From an optimization exercise on the open Yosys and OpenROAD flow, aimed at small area and a short achievable clock period; shortcuts taken in it are not production practice.
Only simulation tests tie the RTL to the original design; equivalence was not proved.

==> run Y: inputs <==
==> flow/design.v (excerpt) <==
module id_stage (
    input  logic        clk_i,
    input  logic        rst_n_i,
    input  logic        inst_valid_i,
    input  logic [31:0] pc_i,
    input  logic [31:0] inst_i,
    input  logic        ex_fwd_we_i,
    input  logic [4:0]  ex_fwd_waddr_i,
    input  logic [31:0] ex_fwd_wdata_i,
    input  logic        mem_fwd_we_i,
    input  logic [4:0]  mem_fwd_waddr_i,
    input  logic [31:0] mem_fwd_wdata_i,
    input  logic        wb_valid_i,
    input  logic [4:0]  wb_waddr_i,
    input  logic [31:0] wb_wdata_i,
    output logic        ex_valid_o,
    output logic [3:0]  ex_aluop_o,
    output logic [2:0]  ex_alusel_o,
    output logic [31:0] ex_op1_o,
    output logic [31:0] ex_op2_o,
    output logic        ex_we_o,
    output logic [4:0]  ex_waddr_o,
    output logic [31:0] ex_return_addr_o,
    output logic        ex_illegal_o,
    output logic        redirect_valid_o,
    output logic [31:0] redirect_target_o
);
    logic [4:0]  rs, rt;
    logic [15:0] imm;
    assign rs  = inst_i[25:21];
    assign rt  = inst_i[20:16];
    assign imm = inst_i[15:0];
    logic [3:0] aluop;
    logic [2:0] alusel;
    logic       we, illegal, is_jump;
    logic [4:0] waddr;
    logic       op1_rs, op1_rt, op1_lui, op1_idx;
    logic       op2_rt, op2_sa, op2_zimm, op2_lui, op2_ret;
    inst_decoder u_decoder (
        .inst_i     (inst_i),
        .aluop_o    (aluop),
        .alusel_o   (alusel),
        .we_o       (we),
        .waddr_o    (waddr),
        .illegal_o  (illegal),
        .is_jump_o  (is_jump),
        .op1_rs_o   (op1_rs),
        .op1_rt_o   (op1_rt),
        .op1_lui_o  (op1_lui),
        .op1_idx_o  (op1_idx),
        .op2_rt_o   (op2_rt),
        .op2_sa_o   (op2_sa),
        .op2_zimm_o (op2_zimm),
        .op2_lui_o  (op2_lui),
        .op2_ret_o  (op2_ret)
    );
    logic ex_rs, ex_rt, mem_rs, mem_rt;
    operand_bypass u_ex_hit (
        .we_i     (ex_fwd_we_i),
        .waddr_i  (ex_fwd_waddr_i),
        .rs_i     (rs),
        .rt_i     (rt),
        .hit_rs_o (ex_rs),
        .hit_rt_o (ex_rt)
    );
    operand_bypass u_mem_hit (
        .we_i     (mem_fwd_we_i),
  ...
export LEC_CHECK = 0
export CAP_MARGIN = 20
export CORE_MARGIN = 2
export CORE_UTILIZATION = 40
export CTS_CLUSTER_DIAMETER = 100
export CTS_CLUSTER_SIZE = 20
export SETUP_SLACK_MARGIN = 2.8
export SLEW_MARGIN = 20
export SYNTH_HIERARCHICAL = 1
create_clock -name core_clock -period 5.0 [get_ports {clk_i}]
run.sh (not shown) runs the stock make flow with config.mk's settings and CLKGATE_MAP_FILE= SYNTH_SCRIPT=/design/flow/synth_recipe.tcl, a recipe that flattens the netlist after the stock synthesis.
==> inputs of run R, as changes to run Y <==
CTS_CLUSTER_SIZE = 24   (was 20)
==> inputs of run F, as changes to run Y <==
CTS_CLUSTER_SIZE = 24   (was 20)
SETUP_SLACK_MARGIN = 2.7   (was 2.8)
==> inputs of run D, as changes to run Y <==
SETUP_SLACK_MARGIN = 3.0   (was 2.8)
==> results.sh <==
export IMPL_status="timing/DRC/antenna clean"
export IMPL_fin_worst_skew_ps=59.2
export IMPL_cp_startpoint="inst_i[20]"
export IMPL_grt_pass1_vias=37300
export IMPL_r2r_start="u_reg_file.written_o[1]$_DFFE_PN0P_"
export IMPL_p_sw_mw=4.59
export IMPL_fin_cells=5142
export IMPL_final_nonclk_buf_share_pct=15.1
export IMPL_required_ps=5620
export IMPL_worst_setup_path_endpoint="u_ex_reg.data_o[15]$_DFF_P_"
export IMPL_cpPeakStageDelay_ps=520
export IMPL_grt_pass1_wl_um=299000
export IMPL_grt_use_met3_pct=19.6
The numbers above come from run Y.

==> results.sh <==
export IMPL_status="timing/DRC/antenna clean"
export IMPL_grt_pass1_vias=36900
export IMPL_grt_use_met3_pct=19.4
export IMPL_cpPeakStageDelay_ps=500
export IMPL_r2r_start="u_reg_file.written_o[16]$_DFFE_PN0P_"
export IMPL_grt_pass1_wl_um=297000
export IMPL_cp_startpoint="inst_i[25]"
export IMPL_fin_cells=5108
export IMPL_regToRegEndpoint="u_ex_reg.data_o[37]$_DFF_P_"
export IMPL_worstHoldStart="u_reg_file.written_o[2]$_DFFE_PN0P_"
export IMPL_p_sw_mw=4.51
export IMPL_fin_worst_skew_ps=41.5
The numbers above come from run R.

==> results.sh <==
export IMPL_r2r_start="u_reg_file.written_o[23]$_DFFE_PN0P_"
export IMPL_worst_setup_path_endpoint="u_ex_reg.data_o[37]$_DFF_P_"
export IMPL_grt_use_met3_pct=18.7
export IMPL_status="timing/DRC/antenna clean"
export IMPL_grt_pass1_wl_um=298000
export IMPL_grt_pass1_vias=37000
export IMPL_fin_cells=5124
export IMPL_fin_worst_skew_ps=32.5
export IMPL_cpPeakStageDelay_ps=490
export IMPL_cp_startpoint="inst_i[25]"
The numbers above come from run F.

==> results.sh <==
export IMPL_status="timing/DRC/antenna clean"
export IMPL_p_sw_mw=4.63
export IMPL_required_ps=5600
export IMPL_fin_worst_skew_ps=59.0
export IMPL_cpPeakStageDelay_ps=560
export IMPL_layout_common_cells="edfxtp_1 (992), a222oi_1 (640), buf_6 (268), buf_4 (249), nand4_1 (175)"
export IMPL_multi_input_area_share_pct=24.7
export IMPL_final_nonclk_buf_share_pct=15.3
export IMPL_grt_use_met3_pct=19.5
export IMPL_ff2ff_path_depth=6
export IMPL_r2r_start="u_reg_file.written_o[16]$_DFFE_PN0P_"
export IMPL_worst_setup_path_endpoint="u_ex_reg.data_o[37]$_DFF_P_"
export IMPL_fin_cells=5160
The numbers above come from run D.

==> what the ideal ports hide <==
How much do the figures lean on ideal ports? The routed layouts below were timed once more, with nothing changed but the port constraints.
Step 1 (the two cells are an assumption about what drives the block):
set clk [get_ports {clk_i}]
set_driving_cell -lib_cell sky130_fd_sc_hd__clkbuf_16 $clk
set_driving_cell -lib_cell sky130_fd_sc_hd__buf_2 [delete_from_list [all_inputs] $clk]
Step 2, shift: input delay + t, output delay - t, t = (earliest + latest rising clock arrival at the registers) / 2. This alone moves slack from input paths to output paths.
a / b / c = ideal / step 1 / step 2; a / b = the first two.
| run | shift t [ns] | slack for setup (ns) | clock arrival spread, ns | slew at the worst register clock pin (ns) |
|---|---|---|---|---|
| run Y | 0.797 | 2.264 / 2.272 / 1.474 | 0.065 / 0.065 | 0.11 / 0.11 |
| run R | 0.788 | 2.218 / 2.246 / 1.458 | 0.053 / 0.054 | 0.11 / 0.11 |
| run F | 0.791 | 2.165 / 2.188 / 1.396 | 0.044 / 0.043 | 0.11 / 0.11 |
| run D | 0.803 | 2.193 / 2.220 / 1.416 | 0.065 / 0.065 | 0.11 / 0.11 |
After both steps every run listed still meets setup and hold. For run Y, which loses most, drivers alone change the setup slack by +0.008 ns; drivers and shift together by -0.790 ns.
